Source: an optimization exercise on an open RTL-to-GDS flow (aim: small area and a short achievable clock period). Production flows keep margins and buffers that such runs may drop.
RTL that was checked went through simulation tests only; none was proved equivalent to the original.
Power and IR drop assume default switching activity.

==> flow/design.v <==
module fifo_flag_1clk (
  input  logic       clk,
  input  logic       rst_n,
  input  logic       wrreq,
  input  logic [7:0] wrdin,
  output logic       wrfull,
  output logic       wrafull,
  output logic [9:0] wrusedw,
  output logic       wroverflow,
  input  logic       rdreq,
  output logic [7:0] rddout,
  output logic       rdempty,
  output logic       rdaempty,
  output logic [9:0] rdusedw,
  output logic       rdunderflow
);
  async_fifo_flag u_fifo (
    .rst_n      (rst_n),
    .wrclk      (clk),
    .rdclk      (clk),
    .wrreq      (wrreq),
    .wrdin      (wrdin),
    .wrfull     (wrfull),
    .wrafull    (wrafull),
    .wrusedw    (wrusedw),
    .wroverflow (wroverflow),
    .rdreq      (rdreq),
    .rddout     (rddout),
    .rdempty    (rdempty),
    .rdaempty   (rdaempty),
    .rdusedw    (rdusedw),
    .rdunderflow(rdunderflow)
  );
endmodule

module async_fifo_flag #(
  parameter int unsigned DATA_W      = 8,
  parameter int unsigned ADDR_W      = 9,
  parameter int unsigned SYNC_STAGES = 2,
  parameter int unsigned SHOW_AHEAD  = 1,
  parameter int unsigned AFULL_TH    = 480,
  parameter int unsigned AEMPTY_TH   = 32
) (
  input  logic              rst_n,
  input  logic              wrclk,
  input  logic              rdclk,
  input  logic              wrreq,
  input  logic [DATA_W-1:0] wrdin,
  output logic              wrfull,
  output logic              wrafull,
  output logic [ADDR_W:0]   wrusedw,
  output logic              wroverflow,
  input  logic              rdreq,
  output logic [DATA_W-1:0] rddout,
  output logic              rdempty,
  output logic              rdaempty,
  output logic [ADDR_W:0]   rdusedw,
  output logic              rdunderflow
);
  localparam int unsigned PtrW  = ADDR_W + 1;
  localparam int unsigned Depth = 1 << ADDR_W;
  localparam logic [PtrW-1:0] Full     = PtrW'(Depth);
  localparam logic [PtrW-1:0] AFullTh  = PtrW'(AFULL_TH);
  localparam logic [PtrW-1:0] AEmptyTh = PtrW'(AEMPTY_TH);
  logic [DATA_W-1:0] mem [Depth];
  logic [PtrW-1:0]   wu_q, ru_q;
  logic              wfull_q, wafull_q, wovf_q;
  logic              rempty_q, raempty_q, rudf_q;
  logic [DATA_W-1:0] dout_q;
  logic              we, re;
  logic              we_d1, we_d2, re_d1, re_d2;
  logic [ADDR_W-1:0] wp_q, wa_q;
  logic [DATA_W-1:0] wd_q;
  logic              wv_q;
  logic [ADDR_W-1:0] fp_q;
  logic [PtrW-1:0]   nf_q;
  logic [1:0]        qn_q;
  logic [DATA_W-1:0] q0_q, q1_q;
  logic              fe;
  logic [DATA_W-1:0] fd, l0, l1, q0_d;
  assign we = wrreq & ~wfull_q;
  assign re = rdreq & ~rempty_q;
  logic [PtrW-1:0] wu_a, wu_b, wu_d;
  logic            wfull_a, wfull_b, wafull_a, wafull_b;
  assign wu_a     = wu_q - PtrW'(re_d2);
  assign wu_b     = wu_a + 1'b1;
  assign wfull_a  = (wu_a == Full);
  assign wfull_b  = (wu_b == Full);
  assign wafull_a = (wu_a >= AFullTh);
  assign wafull_b = (wu_b >= AFullTh);
  assign wu_d     = we ? wu_b : wu_a;
  logic [PtrW-1:0] ru_a, ru_b, ru_d;
  logic            rempty_a, rempty_b, raempty_a, raempty_b;
  assign ru_a      = ru_q + PtrW'(we_d2);
  assign ru_b      = ru_a - 1'b1;
  assign rempty_a  = (ru_a == '0);
  assign rempty_b  = (ru_b == '0);
  assign raempty_a = (ru_a <= AEmptyTh);
  assign raempty_b = (ru_b <= AEmptyTh);
  assign ru_d      = re ? ru_b : ru_a;
  assign fe = (nf_q != '0) & ~qn_q[1];
  assign fd = mem[fp_q];
  assign l0 = (qn_q != 2'd0) ? q0_q : fd;
  assign l1 = qn_q[1] ? q1_q : fd;
  assign q0_d = re ? l1 : l0;
  always_ff @(posedge wrclk or negedge rst_n) begin
    if (!rst_n) begin
      wu_q      <= '0;
      wfull_q   <= 1'b0;
      wafull_q  <= 1'b0;
      wovf_q    <= 1'b0;
      ru_q      <= '0;
      rempty_q  <= 1'b1;
      raempty_q <= 1'b1;
      rudf_q    <= 1'b0;
      dout_q    <= '0;
      we_d1     <= 1'b0;
      we_d2     <= 1'b0;
      re_d1     <= 1'b0;
      re_d2     <= 1'b0;
      wp_q      <= '0;
      wv_q      <= 1'b0;
      fp_q      <= '0;
      nf_q      <= '0;
      qn_q      <= '0;
    end else begin
      wu_q      <= wu_d;
      wfull_q   <= we ? wfull_b : wfull_a;
      wafull_q  <= we ? wafull_b : wafull_a;
      wovf_q    <= wrreq & wfull_q;
      ru_q      <= ru_d;
      rempty_q  <= re ? rempty_b : rempty_a;
      raempty_q <= re ? raempty_b : raempty_a;
      rudf_q    <= rdreq & rempty_q;
      dout_q    <= (re ? rempty_b : rempty_a) ? '0 : q0_d;
      we_d1     <= we;
      we_d2     <= we_d1;
      re_d1     <= re;
      re_d2     <= re_d1;
      wp_q      <= wp_q + ADDR_W'(we);
      wv_q      <= we;
      fp_q      <= fp_q + ADDR_W'(fe);
      nf_q      <= nf_q + PtrW'(we_d1) - PtrW'(fe);
      qn_q      <= qn_q + 2'(fe) - 2'(re);
    end
  end
  always_ff @(posedge wrclk) begin
    wa_q <= wp_q;
    wd_q <= wrdin;
    q0_q <= q0_d;
    q1_q <= l1;
  end
  always_ff @(posedge wrclk) begin
    if (wv_q) begin
      mem[wa_q] <= wd_q;
    end
  end
  assign wrusedw     = wu_q;
  assign wrfull      = wfull_q;
  assign wrafull     = wafull_q;
  assign wroverflow  = wovf_q;
  assign rdusedw     = ru_q;
  assign rdempty     = rempty_q;
  assign rdaempty    = raempty_q;
  assign rdunderflow = rudf_q;
  assign rddout      = dout_q;
endmodule
clock: 8.5 ns
lec_check: 0
cap_margin: 20
core_margin: 2
core_utilization: 55
setup_slack_margin: 5
slew_margin: 20
synth_memory_max_bits: 8192
tns_end_percent: 100
run.sh (not shown) runs the stock make flow with config.mk's settings and CLKGATE_MAP_FILE= SYNTH_SCRIPT=/design/flow/synth_recipe.tcl, a recipe that flattens the netlist after the stock synthesis.
The baseline went through all stages and came out clean.
==> next run, changes <==
--- a/flow/design.v
+++ b/flow/design.v
@@ -57,53 +57,73 @@
   output logic [ADDR_W:0]   rdusedw,
   output logic              rdunderflow
 );
   localparam int unsigned PtrW  = ADDR_W + 1;
   localparam int unsigned Depth = 1 << ADDR_W;
+  localparam int unsigned BankW = 3;
+  localparam int unsigned NB    = 1 << BankW;
+  localparam int unsigned RowW  = ADDR_W - BankW;
+  localparam int unsigned Rows  = 1 << RowW;
   localparam logic [PtrW-1:0] Full     = PtrW'(Depth);
   localparam logic [PtrW-1:0] AFullTh  = PtrW'(AFULL_TH);
   localparam logic [PtrW-1:0] AEmptyTh = PtrW'(AEMPTY_TH);
-  logic [DATA_W-1:0] mem [Depth];
   logic [PtrW-1:0]   wu_q, ru_q;
   logic              wfull_q, wafull_q, wovf_q;
   logic              rempty_q, raempty_q, rudf_q;
   logic [DATA_W-1:0] dout_q;
   logic              we, re;
   logic              we_d1, we_d2, re_d1, re_d2;
-  logic [ADDR_W-1:0] wp_q, wa_q;
-  logic [DATA_W-1:0] wd_q;
-  logic              wv_q;
-  logic [ADDR_W-1:0] fp_q;
+  logic [ADDR_W-1:0] wp_q;
+  logic [BankW-1:0]  fb_q;
   logic [PtrW-1:0]   nf_q;
   logic [1:0]        qn_q;
   logic [DATA_W-1:0] q0_q, q1_q;
   logic              fe;
   logic [DATA_W-1:0] fd, l0, l1, q0_d;
+  logic [DATA_W-1:0] bo_q [NB];
   assign we = wrreq & ~wfull_q;
   assign re = rdreq & ~rempty_q;
+  for (genvar b = 0; b < NB; b++) begin : g_bank
+    logic [DATA_W-1:0] mem [Rows];
+    logic [RowW-1:0]   row_q;
+    always_ff @(posedge wrclk) begin
+      if (we && wp_q[BankW-1:0] == BankW'(b)) begin
+        mem[wp_q[ADDR_W-1:BankW]] <= wrdin;
+      end
+      bo_q[b] <= mem[row_q];
+    end
+    always_ff @(posedge rdclk or negedge rst_n) begin
+      if (!rst_n) begin
+        row_q <= '0;
+      end else if (fe && fb_q == BankW'(b)) begin
+        row_q <= row_q + 1'b1;
+      end
+    end
+  end
   logic [PtrW-1:0] wu_a, wu_b, wu_d;
   logic            wfull_a, wfull_b, wafull_a, wafull_b;
   assign wu_a     = wu_q - PtrW'(re_d2);
   assign wu_b     = wu_a + 1'b1;
   assign wfull_a  = (wu_a == Full);
   assign wfull_b  = (wu_b == Full);
   assign wafull_a = (wu_a >= AFullTh);
   assign wafull_b = (wu_b >= AFullTh);
   assign wu_d     = we ? wu_b : wu_a;
   logic [PtrW-1:0] ru_a, ru_b, ru_d;
-  logic            rempty_a, rempty_b, raempty_a, raempty_b;
+  logic            rempty_a, rempty_b, raempty_a, raempty_b, rempty_d;
   assign ru_a      = ru_q + PtrW'(we_d2);
   assign ru_b      = ru_a - 1'b1;
   assign rempty_a  = (ru_a == '0);
   assign rempty_b  = (ru_b == '0);
   assign raempty_a = (ru_a <= AEmptyTh);
   assign raempty_b = (ru_b <= AEmptyTh);
   assign ru_d      = re ? ru_b : ru_a;
-  assign fe = (nf_q != '0) & ~qn_q[1];
-  assign fd = mem[fp_q];
-  assign l0 = (qn_q != 2'd0) ? q0_q : fd;
-  assign l1 = qn_q[1] ? q1_q : fd;
+  assign rempty_d  = re ? rempty_b : rempty_a;
+  assign fe   = (nf_q != '0) & ~qn_q[1];
+  assign fd   = bo_q[fb_q];
+  assign l0   = (qn_q != 2'd0) ? q0_q : fd;
+  assign l1   = qn_q[1] ? q1_q : fd;
   assign q0_d = re ? l1 : l0;
   always_ff @(posedge wrclk or negedge rst_n) begin
     if (!rst_n) begin
       wu_q      <= '0;
       wfull_q   <= 1'b0;
@@ -117,45 +137,36 @@
       we_d1     <= 1'b0;
       we_d2     <= 1'b0;
       re_d1     <= 1'b0;
       re_d2     <= 1'b0;
       wp_q      <= '0;
-      wv_q      <= 1'b0;
-      fp_q      <= '0;
+      fb_q      <= '0;
       nf_q      <= '0;
       qn_q      <= '0;
     end else begin
       wu_q      <= wu_d;
       wfull_q   <= we ? wfull_b : wfull_a;
       wafull_q  <= we ? wafull_b : wafull_a;
       wovf_q    <= wrreq & wfull_q;
       ru_q      <= ru_d;
-      rempty_q  <= re ? rempty_b : rempty_a;
+      rempty_q  <= rempty_d;
       raempty_q <= re ? raempty_b : raempty_a;
       rudf_q    <= rdreq & rempty_q;
-      dout_q    <= (re ? rempty_b : rempty_a) ? '0 : q0_d;
+      dout_q    <= rempty_d ? '0 : q0_d;
       we_d1     <= we;
       we_d2     <= we_d1;
       re_d1     <= re;
       re_d2     <= re_d1;
       wp_q      <= wp_q + ADDR_W'(we);
-      wv_q      <= we;
-      fp_q      <= fp_q + ADDR_W'(fe);
+      fb_q      <= fb_q + BankW'(fe);
       nf_q      <= nf_q + PtrW'(we_d1) - PtrW'(fe);
       qn_q      <= qn_q + 2'(fe) - 2'(re);
     end
   end
-  always_ff @(posedge wrclk) begin
-    wa_q <= wp_q;
-    wd_q <= wrdin;
+  always_ff @(posedge rdclk) begin
     q0_q <= q0_d;
     q1_q <= l1;
-  end
-  always_ff @(posedge wrclk) begin
-    if (wv_q) begin
-      mem[wa_q] <= wd_q;
-    end
   end
   assign wrusedw     = wu_q;
   assign wrfull      = wfull_q;
   assign wrafull     = wafull_q;
   assign wroverflow  = wovf_q;
After rerunning: Final cell count decreases by about 6%. Final area hardly moves. Utilization decreases by 0.87 points. Power decreases by about 3.2%. Combinational power decreases by about 22%. First-iteration DRC count increases by about 15%. Flip-flop and latch count increases by 89. Clock power increases by about 4%. Synthesized cell count decreases by about 9%.
Only the layout flow was run in the second run of this note; the RTL was not checked for function there.

## what the ideal ports hide
In the flow no input, the clock included, has a driving cell. The finished layouts below were timed again as built, in two steps.
Step 1, drivers: a clkbuf_16 drives clk and a buf_2 each remaining input, both assumed.
Step 2 moves the port delays by t, midway between the first and last clock arrival at a register: inputs arrive t later, outputs are due t later. That takes back most of the time a late clock gives input paths.
a / b / c = ideal / step 1 / step 2; a / b = the first two.
run | t, ns | setup WS [ns] | worst register clock-pin slew, ns
the first run | 1.047 | 4.755 / 4.755 / 4.148 | 0.07 / 0.07
the second run | 1.047 | 4.857 / 4.866 / 3.885 | 0.07 / 0.07
After both steps setup and hold are still met in every run listed. The setup slack of the second run, which loses most, moves by +0.009 ns with the drivers and by -0.972 ns with both steps.
